This is an optimization exercise on Yosys and OpenROAD, whose aim is small area, a short achievable clock period and few clock cycles per item, not a production implementation.
RTL that was checked went through simulation tests only; none was proved equivalent to the original.
The clock port is modelled as an ideal driver; clocking choices that lean on that would not hold on a real chip.
Power and IR drop assume default switching activity.

==> inputs of lagoon <==
Design afu_region_top, start of the top module:
module afu_region_top (
   input  logic                   i_clk,
   input  logic                   i_arst_n,
   input  logic                   i_req,
   input  logic [3-1:0]  i_req_pid,
   input  logic [1:0]             i_req_op,
   input  logic [4-1:0] i_req_addr,
   input  logic [64-1:0] i_req_wdata,
   output logic                   o_ack,
   output logic [64-1:0] o_rsp_rdata,
   output afu_region_pkg::afu_status_e            o_rsp_status
);
==> flow/config.mk <==
export PLATFORM = sky130hd
export DESIGN_NAME = afu_region_top
export DESIGN_NICKNAME = afu_region_top
export VERILOG_FILES = /design/flow/design.v
export SDC_FILE = /design/flow/constraint.sdc
export NUM_CORES = 4
export LEC_CHECK = 0
export CAP_MARGIN = 20
export CORE_MARGIN = 2
export CORE_UTILIZATION = 65
export CTS_CLUSTER_DIAMETER = 100
export CTS_CLUSTER_SIZE = 30
export PLACE_DENSITY = 0.75
export SETUP_SLACK_MARGIN = 2.1
export SLEW_MARGIN = 20
export SYNTH_HIERARCHICAL = 1
==> flow/constraint.sdc <==
create_clock -name core_clock -period 4.0 [get_ports {i_clk}]
set_input_delay 0.8000 -clock core_clock [delete_from_list [all_inputs] [get_ports {i_clk}]]
set_output_delay 0.8000 -clock core_clock [all_outputs]
set_load 0.01 [all_outputs]
standard.sh (not shown) runs the stock make flow with config.mk's settings and CLKGATE_MAP_FILE= SYNTH_SCRIPT=/design/flow/synth_recipe.tcl, a recipe that flattens the netlist after the stock synthesis.
==> flow/flow/run.sh <==
#!/bin/bash
set -euo pipefail
here=$(cd "$(dirname "${BASH_SOURCE[0]}")" && pwd)
export BUFFER_PORTS_ARGS="-buffer_cell sky130_fd_sc_hd__buf_2"
export POST_CTS_TCL="$here/post_cts.tcl"
bash standard.sh > standard.log 2>&1
==> flow/flow/post_cts.tcl <==
set block [ord::get_db_block]
set clk_net [$block findNet i_clk]
set removed 0
foreach it [$clk_net getITerms] {
  set inst [$it getInst]
  set master [[$inst getMaster] getName]
  if {![string match "sky130_fd_sc_hd__clkbuf_*" $master]} { continue }
  set out_net ""
  foreach oit [$inst getITerms] {
    if {[$oit isOutputSignal]} { set out_net [$oit getNet] }
  }
  if {$out_net eq ""} { continue }
  set loads {}
  set all_bufs 1
  foreach lit [$out_net getITerms] {
    if {[$lit getInst] eq $inst} { continue }
    lappend loads $lit
    if {![string match "sky130_fd_sc_hd__clkbuf_*" [[[$lit getInst] getMaster] getName]]} { set all_bufs 0 }
  }
  set port_pins [expr {[llength [$clk_net getITerms]] - 1 + [llength $loads]}]
  if {!$all_bufs || $port_pins > 4 || [llength [$out_net getBTerms]] > 0} { continue }
  puts "post_cts: removing clock root buffer [$inst getName] ($master), port now drives $port_pins pins"
  foreach lit $loads {
    $lit disconnect
    $lit connect $clk_net
  }
  $it disconnect
  odb::dbInst_destroy $inst
  odb::dbNet_destroy $out_net
  incr removed
  break
}
if {$removed} {
  estimate_parasitics -placement
  report_clock_skew
  report_worst_slack -max
  report_worst_slack -min
}
==> raven: changes against lagoon <==
--- a/flow/design.v
+++ b/flow/design.v
@@ -12,188 +12,144 @@
       HS_IDLE      = 2'd0,
       HS_BUSY      = 2'd1,
       HS_ACK       = 2'd2,
       HS_WAIT_DROP = 2'd3
    } afu_hs_state_e;
 endpackage
 `timescale 1ns/1ns
-module afu_null_port #(
-   parameter int NS = 4       
-) (
+module afu_null_port (
    input  logic                   i_clk,
    input  logic                   i_arst_n,
-   input  logic [NS-1:0]          i_wr,         
-   input  logic [64-1:0] i_wdata,
+   input  logic                   i_wr,         
+   input  logic [64-1:0] i_wdata_q,
    output logic [64-1:0] o_scratch,
    output logic                   o_vld
 );
-   localparam int SW = 64 / NS;
+   logic scr_wr_q;
    always_ff @(posedge i_clk or negedge i_arst_n) begin
-      if (!i_arst_n)    o_vld <= 1'b0;
-      else if (i_wr[0]) o_vld <= 1'b1;
+      if (!i_arst_n) begin
+         scr_wr_q <= 1'b0;
+         o_vld    <= 1'b0;
+      end else begin
+         scr_wr_q <= i_wr;
+         if (scr_wr_q) o_vld <= 1'b1;
+      end
    end
    always_ff @(posedge i_clk) begin
-      for (int s = 0; s < NS; s++) begin
-         if (i_wr[s]) o_scratch[s*SW +: SW] <= i_wdata[s*SW +: SW];
-      end
+      if (scr_wr_q) o_scratch <= i_wdata_q;
    end
 endmodule
 `timescale 1ns/1ns
-module afu_lb_port #(
-   parameter int NS = 4       
-) (
+module afu_lb_port (
    input  logic                   i_clk,
    input  logic                   i_arst_n,
-   input  logic [NS*4-1:0] i_wr,    
+   input  logic [4-1:0] i_wr,       
    input  logic                   i_cnt_wr,     
-   input  logic [64-1:0] i_wdata,
+   input  logic [64-1:0] i_wdata_q,
    output logic [4*64-1:0] o_buf,    
    output logic [4-1:0] o_vld,
    output logic [16-1:0] o_cnt
 );
-   localparam int SW = 64 / NS;
+   logic [4-1:0] buf_wr_q;
+   logic                     cnt_wr_q;
    always_ff @(posedge i_clk or negedge i_arst_n) begin
       if (!i_arst_n) begin
-         o_vld <= '0;
-         o_cnt <= '0;
+         buf_wr_q <= '0;
+         o_vld    <= '0;
+         cnt_wr_q <= 1'b0;
+         o_cnt    <= '0;
       end else begin
-         o_vld <= o_vld | i_wr[4-1:0];
-         if (i_cnt_wr) o_cnt <= o_cnt + 1'b1;
+         buf_wr_q <= i_wr;
+         o_vld    <= o_vld | buf_wr_q;
+         cnt_wr_q <= i_cnt_wr;
+         if (cnt_wr_q) o_cnt <= o_cnt + 1'b1;
       end
    end
    always_ff @(posedge i_clk) begin
-      for (int s = 0; s < NS; s++) begin
-         for (int i = 0; i < 4; i++) begin
-            if (i_wr[s*4 + i])
-               o_buf[i*64 + s*SW +: SW] <= i_wdata[s*SW +: SW];
-         end
+      for (int i = 0; i < 4; i++) begin
+         if (buf_wr_q[i]) o_buf[i*64 +: 64] <= i_wdata_q;
       end
    end
 endmodule
 `timescale 1ns/1ns
-module afu_wr_predec (
-   input  logic                   i_take,
-   input  logic [3-1:0]  i_pid,
-   input  logic [1:0]             i_op,
-   input  logic [4-1:0] i_addr,
-   output logic                   o_wr_lo,      
-   output logic [3:0]             o_alo,        
-   output logic [5-1:0] o_pid      
-);
-   assign o_wr_lo = i_take && (i_op == 2'd1) && (i_addr[3:2] == 2'd0);
-   for (genvar a = 0; a < 4; a++) begin : gen_alo
-      assign o_alo[a] = (i_addr[1:0] == 2'(a));
-   end
-   for (genvar p = 0; p < 5; p++) begin : gen_pid
-      assign o_pid[p] = (i_pid == 3'(p));
-   end
-endmodule
-module afu_req_decode #(
-   parameter int NS = 4       
-) (
+module afu_req_decode (
    input  logic                   i_clk,
    input  logic                   i_arst_n,
    input  logic                   i_req,
    input  logic [3-1:0]  i_req_pid,
    input  logic [1:0]             i_req_op,
    input  logic [4-1:0] i_req_addr,
-   output logic [NS*2*4-1:0] o_word_wr,
+   input  logic [64-1:0] i_req_wdata,
+   output logic [2*4-1:0] o_word_wr,     
    output logic                   o_cnt_wr,          
+   output logic [64-1:0] o_wdata_q,         
    output logic                   o_ack,
    output afu_region_pkg::afu_status_e o_status
 );
-   logic take;
+   logic                      take;
+   logic                      wr;
+   logic [5-1:0] pid_is;
+   logic [4-1:0]  addr_is;
    assign take = i_req && !o_ack;
-   for (genvar s = 0; s < NS; s++) begin : gen_slice
-      logic                      wr_lo;
-      logic [3:0]                alo;
-      logic [5-1:0] pid;
-      afu_wr_predec u_predec (
-         .i_take  (take),
-         .i_pid   (i_req_pid),
-         .i_op    (i_req_op),
-         .i_addr  (i_req_addr),
-         .o_wr_lo (wr_lo),
-         .o_alo   (alo),
-         .o_pid   (pid)
-      );
-      for (genvar p = 0; p < 5; p++) begin : gen_port
-         if (p == 1) begin : gen_lb
-            for (genvar a = 0; a < 4; a++) begin : gen_word
-               afu_and3 u_wr (
-                  .i_a (wr_lo),
-                  .i_b (alo[a]),
-                  .i_c (pid[p]),
-                  .o_y (o_word_wr[s*2*4 + 4 + a])
-               );
-            end
-         end else begin : gen_null
-            localparam int S = (p == 0) ? 0 : p - 1;
-            afu_and3 u_wr (
-               .i_a (wr_lo),
-               .i_b (alo[4'h1]),
-               .i_c (pid[p]),
-               .o_y (o_word_wr[s*2*4 + S])
-            );
+   assign wr   = take && (i_req_op == 2'd1);
+   for (genvar p = 0; p < 5; p++) begin : gen_pid
+      assign pid_is[p] = (i_req_pid == 3'(p));
+   end
+   for (genvar a = 0; a < 4; a++) begin : gen_addr
+      assign addr_is[a] = (i_req_addr == 4'(a));
+   end
+   for (genvar p = 0; p < 5; p++) begin : gen_port
+      if (p == 1) begin : gen_lb
+         for (genvar a = 0; a < 4; a++) begin : gen_word
+            assign o_word_wr[4+a]  = wr && pid_is[p] && addr_is[a];
          end
+      end else begin : gen_null
+         localparam int S = (p == 0) ? 0 : p - 1;
+         assign o_word_wr[S]  = wr && pid_is[p] && (i_req_addr == 4'h1);
       end
    end
-   assign o_cnt_wr = take && (i_req_op == 2'd1) && (i_req_pid == 3'(1));
+   assign o_cnt_wr  = wr && pid_is[1];
    always_ff @(posedge i_clk or negedge i_arst_n) begin
       if (!i_arst_n) o_ack <= 1'b0;
       else           o_ack <= i_req;
    end
    always_ff @(posedge i_clk) begin
       if (i_req_pid >= 3'(5)) o_status <= afu_region_pkg::RSP_BAD_PID;
       else if (i_req_op[1])                         o_status <= afu_region_pkg::RSP_BAD_OP;
       else                                          o_status <= afu_region_pkg::RSP_OK;
+      o_wdata_q <= i_req_wdata;
    end
 endmodule
 `timescale 1ns/1ns
-module afu_port_execute #(
-   parameter int NS = 4       
-) (
+module afu_port_execute (
    input  logic                   i_clk,
    input  logic                   i_arst_n,
-   input  logic [NS*2*4-1:0] i_word_wr,    
+   input  logic [2*4-1:0] i_word_wr,
    input  logic                   i_cnt_wr,
-   input  logic [64-1:0] i_wdata,
+   input  logic [64-1:0] i_wdata_q,
    output logic [2*4*64-1:0] o_word,
    output logic [2*4-1:0] o_word_vld,
    output logic [16-1:0] o_cnt
 );
-   for (genvar k = 0; k < 5 - 1; k++) begin : gen_null
-      logic [NS-1:0] wr;
-      for (genvar s = 0; s < NS; s++) begin : gen_slice
-         assign wr[s] = i_word_wr[s*2*4 + k];
-      end
-      afu_null_port #(
-         .NS (NS)
-      ) u_null (
+   for (genvar s = 0; s < 5 - 1; s++) begin : gen_null
+      afu_null_port u_null (
          .i_clk     (i_clk),
          .i_arst_n  (i_arst_n),
-         .i_wr      (wr),
-         .i_wdata   (i_wdata),
-         .o_scratch (o_word[k*64 +: 64]),
-         .o_vld     (o_word_vld[k])
+         .i_wr      (i_word_wr[s]),
+         .i_wdata_q (i_wdata_q),
+         .o_scratch (o_word[s*64 +: 64]),
+         .o_vld     (o_word_vld[s])
       );
    end
-   logic [NS*4-1:0] lb_wr;
-   for (genvar s = 0; s < NS; s++) begin : gen_lb_wr
-      assign lb_wr[s*4 +: 4] =
-         i_word_wr[s*2*4 + 4 +: 4];
-   end
-   afu_lb_port #(
-      .NS (NS)
-   ) u_lb (
+   afu_lb_port u_lb (
       .i_clk     (i_clk),
       .i_arst_n  (i_arst_n),
-      .i_wr      (lb_wr),
+      .i_wr      (i_word_wr[4 +: 4]),
       .i_cnt_wr  (i_cnt_wr),
-      .i_wdata   (i_wdata),
+      .i_wdata_q (i_wdata_q),
       .o_buf     (o_word[4*64 +: 4*64]),
       .o_vld     (o_word_vld[4 +: 4]),
       .o_cnt     (o_cnt)
    );
 endmodule
 `timescale 1ns/1ns
 module afu_rd_predec (
@@ -356,44 +312,42 @@
    input  logic [1:0]             i_req_op,
    input  logic [4-1:0] i_req_addr,
    input  logic [64-1:0] i_req_wdata,
    output logic                   o_ack,
    output logic [64-1:0] o_rsp_rdata,
    output afu_region_pkg::afu_status_e            o_rsp_status
 );
-   localparam int NS = 4;     
-   logic [NS*2*4-1:0] dec_word_wr;
+   logic [2*4-1:0] dec_word_wr;
    logic                       dec_cnt_wr;
+   logic [64-1:0]     dec_wdata_q;
    logic                       dec_ack;
    afu_region_pkg::afu_status_e dec_status;
    logic [2*4*64-1:0] exe_word;
    logic [2*4-1:0] exe_word_vld;
    logic [16-1:0]   exe_cnt;
-   afu_req_decode #(
-      .NS (NS)
-   ) u_decode (
+   afu_req_decode u_decode (
       .i_clk       (i_clk),
       .i_arst_n    (i_arst_n),
       .i_req       (i_req),
       .i_req_pid   (i_req_pid),
       .i_req_op    (i_req_op),
       .i_req_addr  (i_req_addr),
+      .i_req_wdata (i_req_wdata),
       .o_word_wr   (dec_word_wr),
       .o_cnt_wr    (dec_cnt_wr),
+      .o_wdata_q   (dec_wdata_q),
       .o_ack       (dec_ack),
       .o_status    (dec_status)
    );
-   afu_port_execute #(
-      .NS (NS)
-   ) u_execute (
+   afu_port_execute u_execute (
       .i_clk      (i_clk),
       .i_arst_n   (i_arst_n),
       .i_word_wr  (dec_word_wr),
       .i_cnt_wr   (dec_cnt_wr),
-      .i_wdata    (i_req_wdata),
+      .i_wdata_q  (dec_wdata_q),
       .o_word     (exe_word),
       .o_word_vld (exe_word_vld),
       .o_cnt      (exe_cnt)
    );
    afu_rsp_result u_result (
       .i_clk      (i_clk),
       .i_pid      (i_req_pid),
==> comparison table <==
First-pass GRT wire length: raven 71900 um; lagoon 69000 um
Sum of buffers and inverters on the critical path: raven 3; lagoon 2
Number of sinks on the clock net: raven 676; lagoon 603
Count of fill cells added during filler insertion: raven 2206; lagoon 1901
Switching power of the nets: raven 2.06 mW; lagoon 1.94 mW
Worst setup slack after layout: raven 2.12 ns; lagoon 1.99 ns
Starting DRT DRC Count: raven 1134; lagoon 1267
Maximum vdd drop: raven 343 uV; lagoon 490 uV
Power attributed to sequential cells: raven 7.65 mW; lagoon 6.83 mW
Power per Cell Area: raven 433 nW/um^2; lagoon 392 nW/um^2
Status: raven complete, no violations; lagoon complete, no violations
Power in the clock group: raven 3.16 mW; lagoon 2.93 mW
Vias in the first global route: raven 11800; lagoon 11500
Post-route worst hold slack: raven 0.438 ns; lagoon 0.360 ns
Horizontal die dimension: raven 193 um; lagoon 189 um
Testbench counts of raven, summed over its fixed seeds: cycles 6,400, items 3,200.
For lagoon, only the layout was checked, not whether the RTL still works.

---

==> build 34 <==
afu_region_top, a different RTL version from the one above (not shown whole).
## afu_region_top
module afu_region_top (
   input  logic                   i_clk,
   input  logic                   i_arst_n,
   input  logic                   i_req,
   input  logic [3-1:0]  i_req_pid,
   input  logic [1:0]             i_req_op,
   input  logic [4-1:0] i_req_addr,
   input  logic [64-1:0] i_req_wdata,
   output logic                   o_ack,
   output logic [64-1:0] o_rsp_rdata,
   output afu_region_pkg::afu_status_e            o_rsp_status
);
clock: 4.0 ns
lec_check: 0
cap_margin: 20
core_margin: 2
core_utilization: 65
cts_cluster_diameter: 100
cts_cluster_size: 30
place_density: 0.65
setup_slack_margin: 2.2
slew_margin: 20
synth_hierarchical: 1
Scripts as last shown in full above: flow/flow/run.sh, flow/flow/post_cts.tcl
==> trial 58: changes against build 34 <==
--- a/flow/design.v
+++ b/flow/design.v
@@ -80,18 +80,18 @@
    input  logic [4-1:0] i_req_addr,
    input  logic [64-1:0] i_req_wdata,
    output logic [2*4-1:0] o_word_wr,     
    output logic                   o_cnt_wr,          
    output logic [64-1:0] o_wdata_q,         
+   output logic                   o_ack,
    output afu_region_pkg::afu_status_e o_status
 );
-   logic                      ack_q;
    logic                      take;
    logic                      wr;
    logic [5-1:0] pid_is;
    logic [4-1:0]  addr_is;
-   assign take = i_req && !ack_q;
+   assign take = i_req && !o_ack;
    assign wr   = take && (i_req_op == 2'd1);
    for (genvar p = 0; p < 5; p++) begin : gen_pid
       assign pid_is[p] = (i_req_pid == 3'(p));
    end
    for (genvar a = 0; a < 4; a++) begin : gen_addr
@@ -107,12 +107,12 @@
          assign o_word_wr[S]  = wr && pid_is[p] && (i_req_addr == 4'h1);
       end
    end
    assign o_cnt_wr  = wr && pid_is[1];
    always_ff @(posedge i_clk or negedge i_arst_n) begin
-      if (!i_arst_n) ack_q <= 1'b0;
-      else           ack_q <= i_req;
+      if (!i_arst_n) o_ack <= 1'b0;
+      else           o_ack <= i_req;
    end
    always_ff @(posedge i_clk) begin
       if (i_req_pid >= 3'(5)) o_status <= afu_region_pkg::RSP_BAD_PID;
       else if (i_req_op[1])                         o_status <= afu_region_pkg::RSP_BAD_OP;
       else                                          o_status <= afu_region_pkg::RSP_OK;
@@ -154,60 +154,54 @@
 `timescale 1ns/1ns
 module afu_rd_predec (
    input  logic [3-1:0]  i_pid,
    input  logic [1:0]             i_op,
    input  logic [4-1:0] i_addr,
-   output logic                   o_rd,         
-   output logic                   o_ahi0,       
-   output logic                   o_ahi1,       
+   output logic                   o_rd_lo,      
+   output logic                   o_rd_hi,      
    output logic [3:0]             o_alo,        
    output logic [5-1:0] o_pid,     
-   output logic                   o_null_pid,   
-   output logic [3-1:0]  o_null_pid_bit   
+   output logic                   o_null_pid    
 );
-   assign o_rd   = (i_op == 2'd0);
-   assign o_ahi0 = (i_addr[3:2] == 2'd0);
-   assign o_ahi1 = (i_addr[3:2] == 2'd1);
+   logic rd;
+   assign rd      = (i_op == 2'd0);
+   assign o_rd_lo = rd && (i_addr[3:2] == 2'd0);
+   assign o_rd_hi = rd && (i_addr[3:2] == 2'd1);
    for (genvar a = 0; a < 4; a++) begin : gen_alo
       assign o_alo[a] = (i_addr[1:0] == 2'(a));
    end
    for (genvar p = 0; p < 5; p++) begin : gen_pid
       assign o_pid[p] = (i_pid == 3'(p));
    end
    assign o_null_pid = (i_pid < 3'(5)) && (i_pid != 3'(1));
-   for (genvar b = 0; b < 3; b++) begin : gen_pid_bit
-      assign o_null_pid_bit[b] = o_null_pid && i_pid[b];
-   end
 endmodule
-module afu_and5 (
+module afu_and4 (
    input  logic i_a,
    input  logic i_b,
    input  logic i_c,
    input  logic i_d,
-   input  logic i_e,
    output logic o_y
 );
-   assign o_y = i_a && i_b && i_c && i_d && i_e;
+   assign o_y = i_a && i_b && i_c && i_d;
 endmodule
-module afu_and4 (
+module afu_and3 (
    input  logic i_a,
    input  logic i_b,
    input  logic i_c,
-   input  logic i_d,
    output logic o_y
 );
-   assign o_y = i_a && i_b && i_c && i_d;
+   assign o_y = i_a && i_b && i_c;
 endmodule
 module afu_rsp_slice #(
    parameter int LO = 0,      
    parameter int W  = 16      
 ) (
    input  logic                   i_clk,
    input  logic [2*4-1:0] i_word_sel,
    input  logic                   i_cnt_sel,
-   input  logic                   i_hdr_sel,        
-   input  logic [3-1:0]  i_hdr_pid_sel,    
+   input  logic                   i_hdr_sel,
+   input  logic [3-1:0]  i_pid,
    input  logic [2*4*64-1:0] i_word,    
    input  logic [16-1:0] i_cnt,
    output logic [W-1:0]           o_rdata
 );
    localparam logic [64-1:0] HDR_ID  = {{(64-12){1'b0}}, 12'h014};
@@ -221,120 +215,93 @@
          if (LO + b < 16)
             rdata[b] = rdata[b] | (i_cnt[(LO + b) % 16] & i_cnt_sel);
          if (HDR_ID[LO + b])
             rdata[b] = rdata[b] | i_hdr_sel;
          if (HDR_PID[LO + b])
-            rdata[b] = rdata[b] | i_hdr_pid_sel[(LO + b - 12) % 3];
+            rdata[b] = rdata[b] | (i_hdr_sel & i_pid[(LO + b - 12) % 3]);
       end
    end
    always_ff @(posedge i_clk) begin
       o_rdata <= rdata;
    end
 endmodule
 module afu_rsp_result (
    input  logic                   i_clk,
-   input  logic                   i_arst_n,
-   input  logic                   i_req,
    input  logic [3-1:0]  i_pid,
    input  logic [1:0]             i_op,
    input  logic [4-1:0] i_addr,
    input  logic [2*4-1:0] i_word_vld,
    input  logic [2*4*64-1:0] i_word,    
    input  logic [16-1:0] i_cnt,
-   output logic                   o_ack,
    output logic [64-1:0] o_rdata
 );
-   localparam int NSL = 5;
-   always_ff @(posedge i_clk or negedge i_arst_n) begin
-      if (!i_arst_n) o_ack <= 1'b0;
-      else           o_ack <= i_req;
-   end
-   for (genvar s = 0; s < NSL; s++) begin : gen_slice
-      localparam int LO = (s < 2) ? 8 * s : 16 * (s - 1);
-      localparam int SW = (s < 2) ? 8 : 16;
-      logic                      rd;
-      logic                      ahi0;
-      logic                      ahi1;
+   localparam int SW = 16;
+   for (genvar s = 0; s < 64 / SW; s++) begin : gen_slice
+      logic                      rd_lo;
+      logic                      rd_hi;
       logic [3:0]                alo;
       logic [5-1:0] pid;
       logic                      null_pid;
-      logic [3-1:0]     null_pid_bit;
-      logic [3-1:0]     hdr_pid_sel;
       logic [2*4-1:0] word_sel;
       logic                      cnt_sel;
       logic                      hdr_sel;
       afu_rd_predec u_predec (
          .i_pid      (i_pid),
          .i_op       (i_op),
          .i_addr     (i_addr),
-         .o_rd       (rd),
-         .o_ahi0     (ahi0),
-         .o_ahi1     (ahi1),
+         .o_rd_lo    (rd_lo),
+         .o_rd_hi    (rd_hi),
          .o_alo      (alo),
          .o_pid      (pid),
-         .o_null_pid (null_pid),
-         .o_null_pid_bit (null_pid_bit)
+         .o_null_pid (null_pid)
       );
       for (genvar p = 0; p < 5; p++) begin : gen_port
          if (p == 1) begin : gen_lb
             for (genvar a = 0; a < 4; a++) begin : gen_word
-               afu_and5 u_sel (
-                  .i_a (rd),
-                  .i_b (ahi0),
-                  .i_c (alo[a]),
-                  .i_d (pid[p]),
-                  .i_e (i_word_vld[4+a]),
+               afu_and4 u_sel (
+                  .i_a (rd_lo),
+                  .i_b (alo[a]),
+                  .i_c (pid[p]),
+                  .i_d (i_word_vld[4+a]),
                   .o_y (word_sel[4+a])
                );
             end
          end else begin : gen_null
             localparam int S = (p == 0) ? 0 : p - 1;
-            afu_and5 u_sel (
-               .i_a (rd),
-               .i_b (ahi0),
-               .i_c (alo[4'h1]),
-               .i_d (pid[p]),
-               .i_e (i_word_vld[S]),
+            afu_and4 u_sel (
+               .i_a (rd_lo),
+               .i_b (alo[4'h1]),
+               .i_c (pid[p]),
+               .i_d (i_word_vld[S]),
                .o_y (word_sel[S])
             );
          end
       end
-      afu_and4 u_cnt_sel (
-         .i_a (rd),
-         .i_b (ahi1),
-         .i_c (alo[4'h4 & 4'h3]),
-         .i_d (pid[1]),
+      afu_and3 u_cnt_sel (
+         .i_a (rd_hi),
+         .i_b (alo[4'h4 & 4'h3]),
+         .i_c (pid[1]),
          .o_y (cnt_sel)
       );
-      afu_and4 u_hdr_sel (
-         .i_a (rd),
-         .i_b (ahi0),
-         .i_c (alo[4'h0]),
-         .i_d (null_pid),
+      afu_and3 u_hdr_sel (
+         .i_a (rd_lo),
+         .i_b (alo[4'h0]),
+         .i_c (null_pid),
          .o_y (hdr_sel)
       );
-      for (genvar b = 0; b < 3; b++) begin : gen_hdr_pid
-         afu_and4 u_hdr_pid_sel (
-            .i_a (rd),
-            .i_b (ahi0),
-            .i_c (alo[4'h0]),
-            .i_d (null_pid_bit[b]),
-            .o_y (hdr_pid_sel[b])
-         );
-      end
       afu_rsp_slice #(
-         .LO (LO),
+         .LO (s * SW),
          .W  (SW)
       ) u_slice (
          .i_clk      (i_clk),
          .i_word_sel (word_sel),
          .i_cnt_sel  (cnt_sel),
          .i_hdr_sel  (hdr_sel),
-         .i_hdr_pid_sel (hdr_pid_sel),
+         .i_pid      (i_pid),
          .i_word     (i_word),
          .i_cnt      (i_cnt),
-         .o_rdata    (o_rdata[LO +: SW])
+         .o_rdata    (o_rdata[s*SW +: SW])
       );
    end
 endmodule
 `timescale 1ns/1ns
 module afu_region_top (
@@ -350,10 +317,11 @@
    output afu_region_pkg::afu_status_e            o_rsp_status
 );
    logic [2*4-1:0] dec_word_wr;
    logic                       dec_cnt_wr;
    logic [64-1:0]     dec_wdata_q;
+   logic                       dec_ack;
    afu_region_pkg::afu_status_e dec_status;
    logic [2*4*64-1:0] exe_word;
    logic [2*4-1:0] exe_word_vld;
    logic [16-1:0]   exe_cnt;
    afu_req_decode u_decode (
@@ -365,10 +333,11 @@
       .i_req_addr  (i_req_addr),
       .i_req_wdata (i_req_wdata),
       .o_word_wr   (dec_word_wr),
       .o_cnt_wr    (dec_cnt_wr),
       .o_wdata_q   (dec_wdata_q),
+      .o_ack       (dec_ack),
       .o_status    (dec_status)
    );
    afu_port_execute u_execute (
       .i_clk      (i_clk),
       .i_arst_n   (i_arst_n),
@@ -379,18 +348,16 @@
       .o_word_vld (exe_word_vld),
       .o_cnt      (exe_cnt)
    );
    afu_rsp_result u_result (
       .i_clk      (i_clk),
-      .i_arst_n   (i_arst_n),
-      .i_req      (i_req),
       .i_pid      (i_req_pid),
       .i_op       (i_req_op),
       .i_addr     (i_req_addr),
       .i_word_vld (exe_word_vld),
       .i_word     (exe_word),
       .i_cnt      (exe_cnt),
-      .o_ack      (o_ack),
       .o_rdata    (o_rsp_rdata)
    );
+   assign o_ack        = dec_ack;
    assign o_rsp_status = dec_status;
 endmodule
Settings changed: CORE_UTILIZATION 65 to 80, PLACE_DENSITY 0.65 to 0.88, SETUP_SLACK_MARGIN 2.2 to 2.1.
==> build 1: changes against build 34 <==
Settings changed: PLACE_DENSITY 0.65 to 0.75, SETUP_SLACK_MARGIN 2.2 to 2.1.
==> impl_metrics.py <==
metrics = {
    "outcome": {
        "status": "complete, no violations",
    },
    "die": {
        "die_w_um": 195,
    },
    "setup_path": {
        "worstReg2RegEnd": "u_execute.u_lb.o_buf[140]$_DFFE_PP_",
        "crit_cells": 8,
        "required_ns": 4.40,
    },
    "power_and_ir_drop": {
        "power_density_nw_per_um2": 418,
        "p_int_w": 0.00890,
    },
    "drt": {
        "wirelength_um": 51100,
        "dr.pass1.iters": 5,
    },
    "sta": {
        "rsz0062_at_grt": "yes",
    },
    "cells_and_area": {
        "fin_area_um2": 26300,
    },
    "clock_tree": {
        "cts.sinks": 677,
    },
    "yosys": {
        "syn_inst": 1336,
    },
}
[end of results for build 34]
==> impl_metrics.py <==
metrics = {
    "drt": {
        "wirelength_um": 50800,
    },
    "setup_path": {
        "required_ns": 4.38,
        "crit_cells": 6,
        "endpoint": "u_result.gen_slice[3].u_slice.o_rdata[12]$_DFF_P_",
    },
    "clock_tree": {
        "cts.sinks": 676,
    },
    "die": {
        "die_w_um": 175,
        "taps": 384,
        "start_util": 0.812,
    },
    "cells_and_area": {
        "numSequentialCells": 676,
        "fin_area_um2": 25200,
        "multiInputCombCellCount": 471,
    },
    "power_and_ir_drop": {
        "power_density_nw_per_um2": 435,
        "finalPower_w": 0.0110,
    },
    "outcome": {
        "status": "complete, no violations",
    },
}
[end of results for trial 58]
==> impl_metrics.py <==
metrics = {
    "outcome": {
        "status": "complete, no violations",
    },
    "power_and_ir_drop": {
        "power_density_nw_per_um2": 428,
        "p_int_w": 0.00890,
    },
    "yosys": {
        "syn_inst": 1336,
    },
    "setup_path": {
        "required_ns": 4.39,
        "worstReg2RegEnd": "u_execute.u_lb.o_buf[99]$_DFFE_PP_",
        "crit_cells": 7,
        "worst-path-buf-inv": 1,
    },
    "drt": {
        "wirelength_um": 48800,
        "dr.pass1.iters": 6,
    },
    "clock_tree": {
        "cts.sinks": 677,
    },
    "sta": {
        "slew_headroom": 0.300,
    },
    "cells_and_area": {
        "fin_area_um2": 25700,
    },
    "die": {
        "die_w_um": 195,
    },
    "global_routing": {
        "grt_pass1_wl_um": 73200,
    },
}
[end of results for build 1]
Testbench counts of build 34, summed over its fixed seeds: cycles 6,400, items 3,200.
Testbench counts of trial 58, summed over its fixed seeds: cycles 6,400, items 3,200.
Testbench counts of build 1, summed over its fixed seeds: cycles 6,400, items 3,200.

[afterwards: timing with drivers on the ports]
The results above use ideal ports. As a check the final layouts listed here were re-extracted and re-timed, cells and wires unchanged.
Step 1 assumes that a clkbuf_16 drives the clock port and a buf_2 every other input.
Step 2 moves the port delays by t, midway between the first and last clock arrival at a register: inputs arrive t later, outputs are due t later. That takes back most of the time a late clock gives input paths.
Slacks: ideal / step 1 / step 2; pairs: ideal / step 1.
run | t, ns | slack for setup (ns) | worst data-port slew with drivers (ns) | cell pins on the clock port's net
lagoon | 0.499 | 1.987 / 1.976 / 1.476 | 0.12 | 2
raven | 0.510 | 2.122 / 2.143 / 1.641 | 0.06 | 2
build 34 | 0.518 | 2.198 / 2.159 / 1.721 | 0.07 | 2
trial 58 | 0.508 | 2.069 / 2.069 / 1.561 | 0.08 | 2
build 1 | 0.524 | 2.136 / 2.150 / 1.660 | 0.07 | 2
After both steps setup and hold are still met in every run listed. For lagoon, which loses most, drivers alone change the setup slack by -0.011 ns; drivers and shift together by -0.511 ns.
